This design comes from an exercise in tuning for small area and a short achievable clock period on the open sky130 flow, not from production work.
Where RTL was checked, it was by simulation tests only, not by an equivalence proof against the original.
Power figures rest on the tool's default switching activity, not on a simulated workload.

==> inputs of 05-17 <==
==> flow/design.v <==
`timescale 1ns/1ns
module sobel_conv_top (
  input  logic        clk_main_a0,
  input  logic        rst_main_n_sync,
  input  logic        awvalid,
  input  logic [31:0] awaddr,
  output logic        awready,
  input  logic        wvalid,
  input  logic [31:0] wdata,
  output logic        wready,
  output logic        bvalid,
  output logic [1:0]  bresp,
  input  logic        bready,
  input  logic        arvalid,
  input  logic [31:0] araddr,
  output logic        arready,
  output logic        rvalid,
  output logic [31:0] rdata,
  output logic [1:0]  rresp,
  input  logic        rready,
  input  logic [15:0] vdip,
  output logic [15:0] vled
);
  logic rst_n;
  assign rst_n = rst_main_n_sync;
  logic       w_wait;
  logic [3:0] w_code;     
  logic       aw_hs, w_hs;
  assign awready = ~(w_wait | bvalid);
  assign wready  = w_wait & wvalid;
  assign bresp   = 2'b00;
  assign aw_hs   = awvalid & awready;
  assign w_hs    = wready;
  function automatic logic [3:0] wr_code(input logic [31:0] a);
    logic low_ok;
    low_ok = (a[31:7] == 25'd0) && (a[1:0] == 2'b00);
    if (low_ok && !a[6] && (a[5:2] == 4'd0 || a[5:2] == 4'd4 || a[5:2] == 4'd5 ||
        a[5:2] == 4'd6 || a[5:2] == 4'd7 || a[5:2] == 4'd9 || a[5:2] == 4'd10 ||
        a[5:2] == 4'd11 || a[5:2] == 4'd12))
      wr_code = a[5:2];
    else if (low_ok && a[6:2] == 5'b10000)
      wr_code = 4'd1;
    else
      wr_code = 4'd2;
  endfunction
  always_ff @(posedge clk_main_a0) begin
    if (!rst_n) begin
      w_wait <= 1'b0;
      bvalid <= 1'b0;
    end else begin
      if (w_wait) w_wait <= ~wvalid;
      else        w_wait <= aw_hs;
      if (bvalid) bvalid <= ~bready;
      else        bvalid <= w_hs;
    end
  end
  always_ff @(posedge clk_main_a0) begin
    if (aw_hs) w_code <= wr_code(awaddr);
  end
  logic [11:0] p0, p2, n6, n8;
  logic [10:0] n1, n3, p5, p7;
  logic        mode_nz, mode_z;    
  logic [15:0] scratch;
  logic [15:0] wd;
  logic [11:0] wdn;
  assign wd  = wdata[15:0] & {16{rst_n}};
  assign wdn = ~wd[11:0];
  logic we_p0, we_p1, we_p2, we_p3, we_p5, we_p6, we_p7, we_p8, we_mode, we_scr;
  assign we_scr  = ~rst_n | (w_hs && w_code == 4'd0);
  assign we_mode = ~rst_n | (w_hs && w_code == 4'd1);
  assign we_p0   = ~rst_n | (w_hs && w_code == 4'd4);
  assign we_p1   = ~rst_n | (w_hs && w_code == 4'd5);
  assign we_p2   = ~rst_n | (w_hs && w_code == 4'd6);
  assign we_p3   = ~rst_n | (w_hs && w_code == 4'd7);
  assign we_p5   = ~rst_n | (w_hs && w_code == 4'd9);
  assign we_p6   = ~rst_n | (w_hs && w_code == 4'd10);
  assign we_p7   = ~rst_n | (w_hs && w_code == 4'd11);
  assign we_p8   = ~rst_n | (w_hs && w_code == 4'd12);
  always_ff @(posedge clk_main_a0) begin
    if (we_scr)  scratch <= wd;
    if (we_mode) mode_nz <= rst_n & (|wdata);
    if (we_mode) mode_z  <= ~(rst_n & (|wdata));
    if (we_p0)   p0 <= wd[11:0];
    if (we_p1)   n1 <= wdn[10:0];
    if (we_p2)   p2 <= wd[11:0];
    if (we_p3)   n3 <= wdn[10:0];
    if (we_p5)   p5 <= wd[10:0];
    if (we_p6)   n6 <= wdn[11:0];
    if (we_p7)   p7 <= wd[10:0];
    if (we_p8)   n8 <= wdn[11:0];
  end
  logic [11:0] m, x, ny;
  logic [10:0] u, nv;
  assign m  = {12{mode_z}};
  assign x  = p2 ^ m;
  assign ny = n6 ^ m;
  assign u  = ~(mode_nz ? n1 : n3);
  assign nv = ~(mode_nz ? p7 : p5);
  logic [11:0] a0, a1, a2, a3, a4, a5;
  logic [11:0] s1, c1, s2, c2, s3, c3, s4, c4;
  logic [11:0] c1s, c2s, c3s, c4s;
  assign a0 = p0;
  assign a1 = n8;
  assign a2 = x;
  assign a3 = ny;
  assign a4 = {u, 1'b0};
  assign a5 = {nv, 1'b0};
  assign c1s = {c1[10:0], 1'b1};
  assign c2s = {c2[10:0], 1'b1};
  assign c3s = {c3[10:0], 1'b1};
  assign c4s = {c4[10:0], 1'b1};
  sobel_fa u_fa1_0 (.a(a0[0]), .b(a1[0]), .c(a2[0]), .s(s1[0]), .co(c1[0]));
  assign s2[0] = a3[0];
  assign c2[0] = 1'b0;
  assign s3[0] = ~(s1[0] ^ s2[0]);
  assign c3[0] = s1[0] | s2[0];
  assign s4[0] = s3[0];
  assign c4[0] = 1'b1;
  for (genvar i = 1; i < 11; i++) begin : g_csa
    sobel_fa u_fa1 (.a(a0[i]), .b(a1[i]),  .c(a2[i]),  .s(s1[i]), .co(c1[i]));
    sobel_fa u_fa2 (.a(a3[i]), .b(a4[i]),  .c(a5[i]),  .s(s2[i]), .co(c2[i]));
    sobel_fa u_fa3 (.a(s1[i]), .b(s2[i]),  .c(c1s[i]), .s(s3[i]), .co(c3[i]));
    if (i == 1) begin : g_ha
      assign s4[i] = s3[i] ^ c3s[i];
      assign c4[i] = s3[i] & c3s[i];
    end else begin : g_fa
      sobel_fa u_fa4 (.a(s3[i]), .b(c2s[i]), .c(c3s[i]), .s(s4[i]), .co(c4[i]));
    end
  end
  assign s1[11] = a0[11] ^ a1[11] ^ a2[11];
  assign s2[11] = a3[11] ^ a4[11] ^ a5[11];
  assign s3[11] = s1[11] ^ s2[11] ^ c1s[11];
  assign s4[11] = s3[11] ^ c2s[11] ^ c3s[11];
  assign c1[11] = 1'b0;
  assign c2[11] = 1'b0;
  assign c3[11] = 1'b0;
  assign c4[11] = 1'b0;
  logic [11:0] res_p;
  logic [10:0] res_g;
  logic t11a, t11b;
  assign t11a = (a0[11] ^ a1[11]) ^ (a2[11] ^ a3[11]) ^ (a4[11] ^ a5[11]);
  assign t11b = t11a ^ c1[10] ^ c2[10];
  assign res_p = {(t11b ^ c3[10]) ^ c4[10], s4[10:0] ^ c4s[10:0]};
  assign res_g = s4[10:0] & c4s[10:0];
  logic        rd_pend, rd_res;
  logic        ar_hs;
  logic        r_dead;      
  logic [15:0] r_p;
  logic [10:0] r_g;
  assign arready = ~(rd_pend | rvalid);
  assign ar_hs   = arvalid & arready;
  assign rresp   = 2'b00;
  logic ar_is0, ar_is4;
  assign ar_is0 = (araddr == 32'h0);
  assign ar_is4 = (araddr == 32'h4);
  always_ff @(posedge clk_main_a0) begin
    if (!rst_n) begin
      rd_pend <= 1'b0;
      rvalid  <= 1'b0;
    end else begin
      rd_pend <= ar_hs;
      if (rvalid) rvalid <= ~rready;
      else        rvalid <= rd_pend;
    end
  end
  always_ff @(posedge clk_main_a0) begin
    rd_res <= ar_hs & ar_is0;
    if (ar_hs) begin
      r_dead <= ~(ar_is0 | ar_is4);
      r_p    <= ar_is4 ? scratch : 16'hBEEF;
      r_g    <= '0;
    end else if (rd_res) begin
      r_p    <= {4'b0, res_p};
      r_g    <= res_g;
    end
  end
  logic [11:0] gg [0:4];
  logic [11:0] pp [0:4];
  logic [11:0] cy;
  always_comb begin
    for (int i = 0; i < 12; i++) begin
      gg[0][i] = (i == 11) ? 1'b0 : r_g[i];
      pp[0][i] = (i == 11) ? r_p[i] : (r_p[i] | r_g[i]);
    end
    for (int l = 0; l < 4; l++) begin
      for (int i = 0; i < 12; i++) begin
        if ((i >> l) & 1) begin
          gg[l+1][i] = gg[l][i] | (pp[l][i] & gg[l][((i >> l) << l) - 1]);
          pp[l+1][i] = pp[l][i] & pp[l][((i >> l) << l) - 1];
        end else begin
          gg[l+1][i] = gg[l][i];
          pp[l+1][i] = pp[l][i];
        end
      end
    end
    cy[0] = 1'b0;
    for (int i = 1; i < 12; i++) cy[i] = gg[4][i-1];
  end
  logic [11:0] sum_lo;
  assign sum_lo = r_p[11:0] ^ cy;
  assign rdata = {r_dead ? 16'hDEAD : 16'h0000, r_p[15:12], sum_lo};
  logic [15:0] dip_meta, led_pre_n;    
  always_ff @(posedge clk_main_a0) begin
    dip_meta <= vdip;
    led_pre_n <= ~(scratch & dip_meta & {16{rst_n}});
    vled      <= ~led_pre_n & {16{rst_n}};
  end
endmodule
module sobel_fa (
  input  logic a,
  input  logic b,
  input  logic c,
  output logic s,
  output logic co
);
  assign s  = a ^ b ^ c;
  assign co = (a & b) | (a & c) | (b & c);
endmodule
==> flow/flow/run.sh <==
#!/bin/bash
# The standard layout (standard.sh, unchanged synthesis and steps) with two
# placement/CTS options changed:
#  - port buffers are sky130_fd_sc_hd__buf_1 instead of the default pick
#  - clock tree built from clkbuf_4/clkbuf_8 without dummy loads
set -o pipefail
export BUFFER_PORTS_ARGS="-buffer_cell sky130_fd_sc_hd__buf_1"
export CTS_ARGS="-sink_clustering_enable -repair_clock_nets -dont_use_dummy_load -buf_list {sky130_fd_sc_hd__clkbuf_4 sky130_fd_sc_hd__clkbuf_8}"
bash standard.sh > standard.log 2>&1
status=$?
cp -r orfs/logs orfs_logs 2>/dev/null
exit $status
==> flow/standard.sh <==
#!/bin/bash
# synth_recipe.tcl (not shown) runs the flow's synth.tcl, then flattens the netlist and writes it again
# the make line also repeats each setting of config.mk as NAME=value (left out here)
make -C /OpenROAD-flow-scripts/flow DESIGN_CONFIG=/design/flow/config.mk WORK_HOME=/design/flow/orfs CLKGATE_MAP_FILE= SYNTH_SCRIPT=/design/flow/synth_recipe.tcl "${@:-finish}"
==> flow/config.mk <==
export PLATFORM = sky130hd
export DESIGN_NAME = sobel_conv_top
export DESIGN_NICKNAME = sobel_conv_top
export VERILOG_FILES = /design/flow/design.v
export SDC_FILE = /design/flow/constraint.sdc
export NUM_CORES = 4
export LEC_CHECK = 0
export CAP_MARGIN = 20
export CORE_MARGIN = 2
export CORE_UTILIZATION = 40
export SETUP_SLACK_MARGIN = 3.5
export SLEW_MARGIN = 20
export SYNTH_HIERARCHICAL = 1
==> flow/constraint.sdc <==
create_clock -name core_clock -period 7.0 [get_ports {clk_main_a0}]
set_input_delay 1.4000 -clock core_clock [delete_from_list [all_inputs] [get_ports {clk_main_a0}]]
set_output_delay 1.4000 -clock core_clock [all_outputs]
set_load 0.01 [all_outputs]
==> 05-21: changes against 05-17 <==
==> flow/design.v, changed modules only <==
module sobel_conv_top (
  input  logic        clk_main_a0,
  input  logic        rst_main_n_sync,
  input  logic        awvalid,
  input  logic [31:0] awaddr,
  output logic        awready,
  input  logic        wvalid,
  input  logic [31:0] wdata,
  output logic        wready,
  output logic        bvalid,
  output logic [1:0]  bresp,
  input  logic        bready,
  input  logic        arvalid,
  input  logic [31:0] araddr,
  output logic        arready,
  output logic        rvalid,
  output logic [31:0] rdata,
  output logic [1:0]  rresp,
  input  logic        rready,
  input  logic [15:0] vdip,
  output logic [15:0] vled
);
  logic rst_n;
  assign rst_n = rst_main_n_sync;
  logic       w_wait;
  logic [3:0] w_code;     
  logic       aw_hs, w_hs;
  assign awready = ~(w_wait | bvalid);
  assign wready  = w_wait & wvalid;
  assign bresp   = 2'b00;
  assign aw_hs   = awvalid & awready;
  assign w_hs    = wready;
  function automatic logic [3:0] wr_code(input logic [31:0] a);
    logic low_ok;
    low_ok = (a[31:7] == 25'd0) && (a[1:0] == 2'b00);
    if (low_ok && !a[6] && (a[5:2] == 4'd0 || a[5:2] == 4'd4 || a[5:2] == 4'd5 ||
        a[5:2] == 4'd6 || a[5:2] == 4'd7 || a[5:2] == 4'd9 || a[5:2] == 4'd10 ||
        a[5:2] == 4'd11 || a[5:2] == 4'd12))
      wr_code = a[5:2];
    else if (low_ok && a[6:2] == 5'b10000)
      wr_code = 4'd1;
    else
      wr_code = 4'd2;
  endfunction
  always_ff @(posedge clk_main_a0) begin
    if (!rst_n) begin
      w_wait <= 1'b0;
      bvalid <= 1'b0;
    end else begin
      if (w_wait) w_wait <= ~wvalid;
      else        w_wait <= aw_hs;
      if (bvalid) bvalid <= ~bready;
      else        bvalid <= w_hs;
    end
  end
  always_ff @(posedge clk_main_a0) begin
    if (aw_hs) w_code <= wr_code(awaddr);
  end
  logic [11:0] p0, p2, p6, p8;
  logic [10:0] p1, p3, p5, p7;
  logic        mode_nz;
  logic [15:0] scratch;
  logic [15:0] wd;
  assign wd = wdata[15:0] & {16{rst_n}};
  logic we_p0, we_p1, we_p2, we_p3, we_p5, we_p6, we_p7, we_p8, we_mode, we_scr;
  assign we_scr  = ~rst_n | (w_hs && w_code == 4'd0);
  assign we_mode = ~rst_n | (w_hs && w_code == 4'd1);
  assign we_p0   = ~rst_n | (w_hs && w_code == 4'd4);
  assign we_p1   = ~rst_n | (w_hs && w_code == 4'd5);
  assign we_p2   = ~rst_n | (w_hs && w_code == 4'd6);
  assign we_p3   = ~rst_n | (w_hs && w_code == 4'd7);
  assign we_p5   = ~rst_n | (w_hs && w_code == 4'd9);
  assign we_p6   = ~rst_n | (w_hs && w_code == 4'd10);
  assign we_p7   = ~rst_n | (w_hs && w_code == 4'd11);
  assign we_p8   = ~rst_n | (w_hs && w_code == 4'd12);
  always_ff @(posedge clk_main_a0) begin
    if (we_scr)  scratch <= wd;
    if (we_mode) mode_nz <= rst_n & (|wdata);
    if (we_p0)   p0 <= wd[11:0];
    if (we_p1)   p1 <= wd[10:0];
    if (we_p2)   p2 <= wd[11:0];
    if (we_p3)   p3 <= wd[10:0];
    if (we_p5)   p5 <= wd[10:0];
    if (we_p6)   p6 <= wd[11:0];
    if (we_p7)   p7 <= wd[10:0];
    if (we_p8)   p8 <= wd[11:0];
  end
  logic [11:0] x, y, result;
  logic [10:0] u, v;
  assign x = mode_nz ? p2 : p6;
  assign y = mode_nz ? p6 : p2;
  assign u = mode_nz ? p1 : p3;
  assign v = mode_nz ? p7 : p5;
  assign result = p0 + ~p8 + x + ~y + {u, 1'b0} + {~v, 1'b0} + 12'd4;
  logic        rd_pend, rd_res;
  logic        ar_hs;
  logic        r_dead;      
  logic [15:0] r_lo;
  assign arready = ~(rd_pend | rvalid);
  assign ar_hs   = arvalid & arready;
  assign rresp   = 2'b00;
  logic ar_is0, ar_is4;
  assign ar_is0 = (araddr == 32'h0);
  assign ar_is4 = (araddr == 32'h4);
  always_ff @(posedge clk_main_a0) begin
    if (!rst_n) begin
      rd_pend <= 1'b0;
      rvalid  <= 1'b0;
    end else begin
      rd_pend <= ar_hs;
      if (rvalid) rvalid <= ~rready;
      else        rvalid <= rd_pend;
    end
  end
  always_ff @(posedge clk_main_a0) begin
    rd_res <= ar_hs & ar_is0;
    if (ar_hs) begin
      r_dead <= ~(ar_is0 | ar_is4);
      r_lo   <= ar_is4 ? scratch : 16'hBEEF;
    end else if (rd_res) begin
      r_lo   <= {4'b0, result};
    end
  end
  assign rdata = {r_dead ? 16'hDEAD : 16'h0000, r_lo};
  logic [15:0] dip_meta, led_pre;
  always_ff @(posedge clk_main_a0) begin
    dip_meta <= vdip;
    led_pre  <= scratch & dip_meta & {16{rst_n}};
    vled     <= led_pre & {16{rst_n}};
  end
endmodule
// module sobel_fa removed
==> flow/run.sh (new file) <==
#!/bin/bash
# synth_recipe.tcl (not shown) runs the flow's synth.tcl, then flattens the netlist and writes it again
# the make line also repeats each setting of config.mk as NAME=value (left out here)
make -C /OpenROAD-flow-scripts/flow DESIGN_CONFIG=/design/flow/config.mk WORK_HOME=/design/flow/orfs CLKGATE_MAP_FILE= SYNTH_SCRIPT=/design/flow/synth_recipe.tcl finish
Settings changed: SETUP_SLACK_MARGIN 3.5 to default, SYNTH_HIERARCHICAL 1 to default.
removed: flow/flow/run.sh
removed: flow/standard.sh
==> 09-02: changes against 05-17 <==
==> flow/design.v, changed modules only <==
module sobel_conv_top (
  input  logic        clk_main_a0,
  input  logic        rst_main_n_sync,
  input  logic        awvalid,
  input  logic [31:0] awaddr,
  output logic        awready,
  input  logic        wvalid,
  input  logic [31:0] wdata,
  output logic        wready,
  output logic        bvalid,
  output logic [1:0]  bresp,
  input  logic        bready,
  input  logic        arvalid,
  input  logic [31:0] araddr,
  output logic        arready,
  output logic        rvalid,
  output logic [31:0] rdata,
  output logic [1:0]  rresp,
  input  logic        rready,
  input  logic [15:0] vdip,
  output logic [15:0] vled
);
  logic rst_n;
  assign rst_n = rst_main_n_sync;
  logic       w_wait;
  logic [3:0] w_code;     
  logic       aw_hs, w_hs;
  assign awready = ~(w_wait | bvalid);
  assign wready  = w_wait & wvalid;
  assign bresp   = 2'b00;
  assign aw_hs   = awvalid & awready;
  assign w_hs    = wready;
  function automatic logic [3:0] wr_code(input logic [31:0] a);
    logic low_ok;
    low_ok = (a[31:7] == 25'd0) && (a[1:0] == 2'b00);
    if (low_ok && !a[6] && (a[5:2] == 4'd0 || a[5:2] == 4'd4 || a[5:2] == 4'd5 ||
        a[5:2] == 4'd6 || a[5:2] == 4'd7 || a[5:2] == 4'd9 || a[5:2] == 4'd10 ||
        a[5:2] == 4'd11 || a[5:2] == 4'd12))
      wr_code = a[5:2];
    else if (low_ok && a[6:2] == 5'b10000)
      wr_code = 4'd1;
    else
      wr_code = 4'd2;
  endfunction
  always_ff @(posedge clk_main_a0) begin
    if (!rst_n) begin
      w_wait <= 1'b0;
      bvalid <= 1'b0;
    end else begin
      if (w_wait) w_wait <= ~wvalid;
      else        w_wait <= aw_hs;
      if (bvalid) bvalid <= ~bready;
      else        bvalid <= w_hs;
    end
  end
  always_ff @(posedge clk_main_a0) begin
    if (aw_hs) w_code <= wr_code(awaddr);
  end
  logic [11:0] p0, p2, p6, p8;
  logic [10:0] p1, p3, p5, p7;
  logic        mode_nz;
  logic [15:0] scratch;
  logic [15:0] wd;
  assign wd = wdata[15:0] & {16{rst_n}};
  logic we_p0, we_p1, we_p2, we_p3, we_p5, we_p6, we_p7, we_p8, we_mode, we_scr;
  assign we_scr  = ~rst_n | (w_hs && w_code == 4'd0);
  assign we_mode = ~rst_n | (w_hs && w_code == 4'd1);
  assign we_p0   = ~rst_n | (w_hs && w_code == 4'd4);
  assign we_p1   = ~rst_n | (w_hs && w_code == 4'd5);
  assign we_p2   = ~rst_n | (w_hs && w_code == 4'd6);
  assign we_p3   = ~rst_n | (w_hs && w_code == 4'd7);
  assign we_p5   = ~rst_n | (w_hs && w_code == 4'd9);
  assign we_p6   = ~rst_n | (w_hs && w_code == 4'd10);
  assign we_p7   = ~rst_n | (w_hs && w_code == 4'd11);
  assign we_p8   = ~rst_n | (w_hs && w_code == 4'd12);
  always_ff @(posedge clk_main_a0) begin
    if (we_scr)  scratch <= wd;
    if (we_mode) mode_nz <= rst_n & (|wdata);
    if (we_p0)   p0 <= wd[11:0];
    if (we_p1)   p1 <= wd[10:0];
    if (we_p2)   p2 <= wd[11:0];
    if (we_p3)   p3 <= wd[10:0];
    if (we_p5)   p5 <= wd[10:0];
    if (we_p6)   p6 <= wd[11:0];
    if (we_p7)   p7 <= wd[10:0];
    if (we_p8)   p8 <= wd[11:0];
  end
  logic [11:0] x, y;
  logic [10:0] u, v;
  assign x = mode_nz ? p2 : p6;
  assign y = mode_nz ? p6 : p2;
  assign u = mode_nz ? p1 : p3;
  assign v = mode_nz ? p7 : p5;
  logic [11:0] a0, a1, a2, a3, a4, a5;
  logic [11:0] s1, c1, s2, c2, s3, c3, s4, c4;
  logic [11:0] c1s, c2s, c3s, c4s;
  assign a0 = p0;
  assign a1 = ~p8;
  assign a2 = x;
  assign a3 = ~y;
  assign a4 = {u, 1'b0};
  assign a5 = {~v, 1'b0};
  assign s1 = a0 ^ a1 ^ a2;
  assign c1 = (a0 & a1) | (a0 & a2) | (a1 & a2);
  assign s2 = a3 ^ a4 ^ a5;
  assign c2 = (a3 & a4) | (a3 & a5) | (a4 & a5);
  assign c1s = {c1[10:0], 1'b1};
  assign c2s = {c2[10:0], 1'b1};
  assign s3 = s1 ^ s2 ^ c1s;
  assign c3 = (s1 & s2) | (s1 & c1s) | (s2 & c1s);
  assign c3s = {c3[10:0], 1'b1};
  assign s4 = s3 ^ c2s ^ c3s;
  assign c4 = (s3 & c2s) | (s3 & c3s) | (c2s & c3s);
  assign c4s = {c4[10:0], 1'b1};
  logic [11:0] res_p;
  logic [10:0] res_g;
  assign res_p = s4 ^ c4s;
  assign res_g = s4[10:0] & c4s[10:0];
  logic        rd_pend, rd_res;
  logic        ar_hs;
  logic        r_dead;      
  logic [15:0] r_p;
  logic [10:0] r_g;
  assign arready = ~(rd_pend | rvalid);
  assign ar_hs   = arvalid & arready;
  assign rresp   = 2'b00;
  logic ar_is0, ar_is4;
  assign ar_is0 = (araddr == 32'h0);
  assign ar_is4 = (araddr == 32'h4);
  always_ff @(posedge clk_main_a0) begin
    if (!rst_n) begin
      rd_pend <= 1'b0;
      rvalid  <= 1'b0;
    end else begin
      rd_pend <= ar_hs;
      if (rvalid) rvalid <= ~rready;
      else        rvalid <= rd_pend;
    end
  end
  always_ff @(posedge clk_main_a0) begin
    rd_res <= ar_hs & ar_is0;
    if (ar_hs) begin
      r_dead <= ~(ar_is0 | ar_is4);
      r_p    <= ar_is4 ? scratch : 16'hBEEF;
      r_g    <= '0;
    end else if (rd_res) begin
      r_p    <= {4'b0, res_p};
      r_g    <= res_g;
    end
  end
  logic [11:0] gg [0:4];
  logic [11:0] pp [0:4];
  logic [11:0] cy;
  always_comb begin
    for (int i = 0; i < 12; i++) begin
      gg[0][i] = (i == 11) ? 1'b0 : r_g[i];
      pp[0][i] = r_p[i];
    end
    for (int l = 0; l < 4; l++) begin
      for (int i = 0; i < 12; i++) begin
        if ((i >> l) & 1) begin
          gg[l+1][i] = gg[l][i] | (pp[l][i] & gg[l][((i >> l) << l) - 1]);
          pp[l+1][i] = pp[l][i] & pp[l][((i >> l) << l) - 1];
        end else begin
          gg[l+1][i] = gg[l][i];
          pp[l+1][i] = pp[l][i];
        end
      end
    end
    cy[0] = 1'b0;
    for (int i = 1; i < 12; i++) cy[i] = gg[4][i-1];
  end
  logic [11:0] sum_lo;
  assign sum_lo = r_p[11:0] ^ cy;
  assign rdata = {r_dead ? 16'hDEAD : 16'h0000, r_p[15:12], sum_lo};
  logic [15:0] dip_meta, led_pre;
  always_ff @(posedge clk_main_a0) begin
    dip_meta <= vdip;
    led_pre  <= scratch & dip_meta & {16{rst_n}};
    vled     <= led_pre & {16{rst_n}};
  end
endmodule
// module sobel_fa removed
Settings changed: SETUP_SLACK_MARGIN 3.5 to 3.6, SYNTH_HIERARCHICAL 1 to default.
==> comparison table <==
	05-17	05-21	09-02
Result of the run	no timing/DRC/antenna violations	no timing/DRC/antenna violations	no timing/DRC/antenna violations
Post-Synthesis Cells	607	619	635
Setup fix buffers added after clock tree synthesis	5	0	5
Final period utilization	0.4942	0.6408	0.4937
Met2 wire len	9182 um	9432 um	9115 um
Hold endpoint	vled[0]	vled[0]	vled[6]
Worst setup path end	rdata[9]	r_lo[9]	rdata[9]
Maximum operating frequency	0.2891 GHz	0.2229 GHz	0.2894 GHz
Overall Global Routing Usage	0.1646	0.1723	0.1596
Initial Util	0.4103	0.4082	0.4054
Power share of the clock group	0.221	0.272	0.221
Wire length of the first global-routing pass	27040 um	28090 um	26470 um
Plain + repair buffers	183	177	197
Via total after detailed routing	4989	5161	5183
Unrepaired setup endpoints after global routing	yes	no	yes
Worst path buffer plus inverter count	1	3	2
Synth Area in Compound Gates	0.03474	0.03772	0.02666
Die area	22060 sq um	21810 sq um	22420 sq um
Fraction of synthesized cell area taken by the top area cell type	0.4708	0.4727	0.4595
For 05-17, only the layout was checked, not whether the RTL still works.

## separate check: timing with driven ports
The results above use ideal ports. As a check the final layouts listed here were re-extracted and re-timed, cells and wires unchanged. Step 1 assumes that a clkbuf_16 drives the clock port and a buf_2 every other input. Step 2 also shifts input and output timing later by t, the mid clock arrival at the registers, as if the neighbouring blocks saw the same clock. a / b / c = ideal ports / drivers / drivers and shift; a / b = the first two.
| run | t, ns | slack for setup (ns) | hold slack, ns | worst setup path at the end | worst data-port slew with drivers (ns) |
|---|---|---|---|---|---|
| 05-17 | 0.487 | 3.541 / 3.503 / 3.600 | 0.378 / 0.378 / 0.378 | input to register | 0.05 |
| 05-21 | 0.478 | 2.514 / 2.514 / 2.514 | 0.435 / 0.435 / 0.435 | register to register | 0.06 |
| 09-02 | 0.486 | 3.544 / 3.506 / 3.566 | 0.434 / 0.434 / 0.434 | input to register | 0.06 |
After both steps every run listed still meets setup and hold.
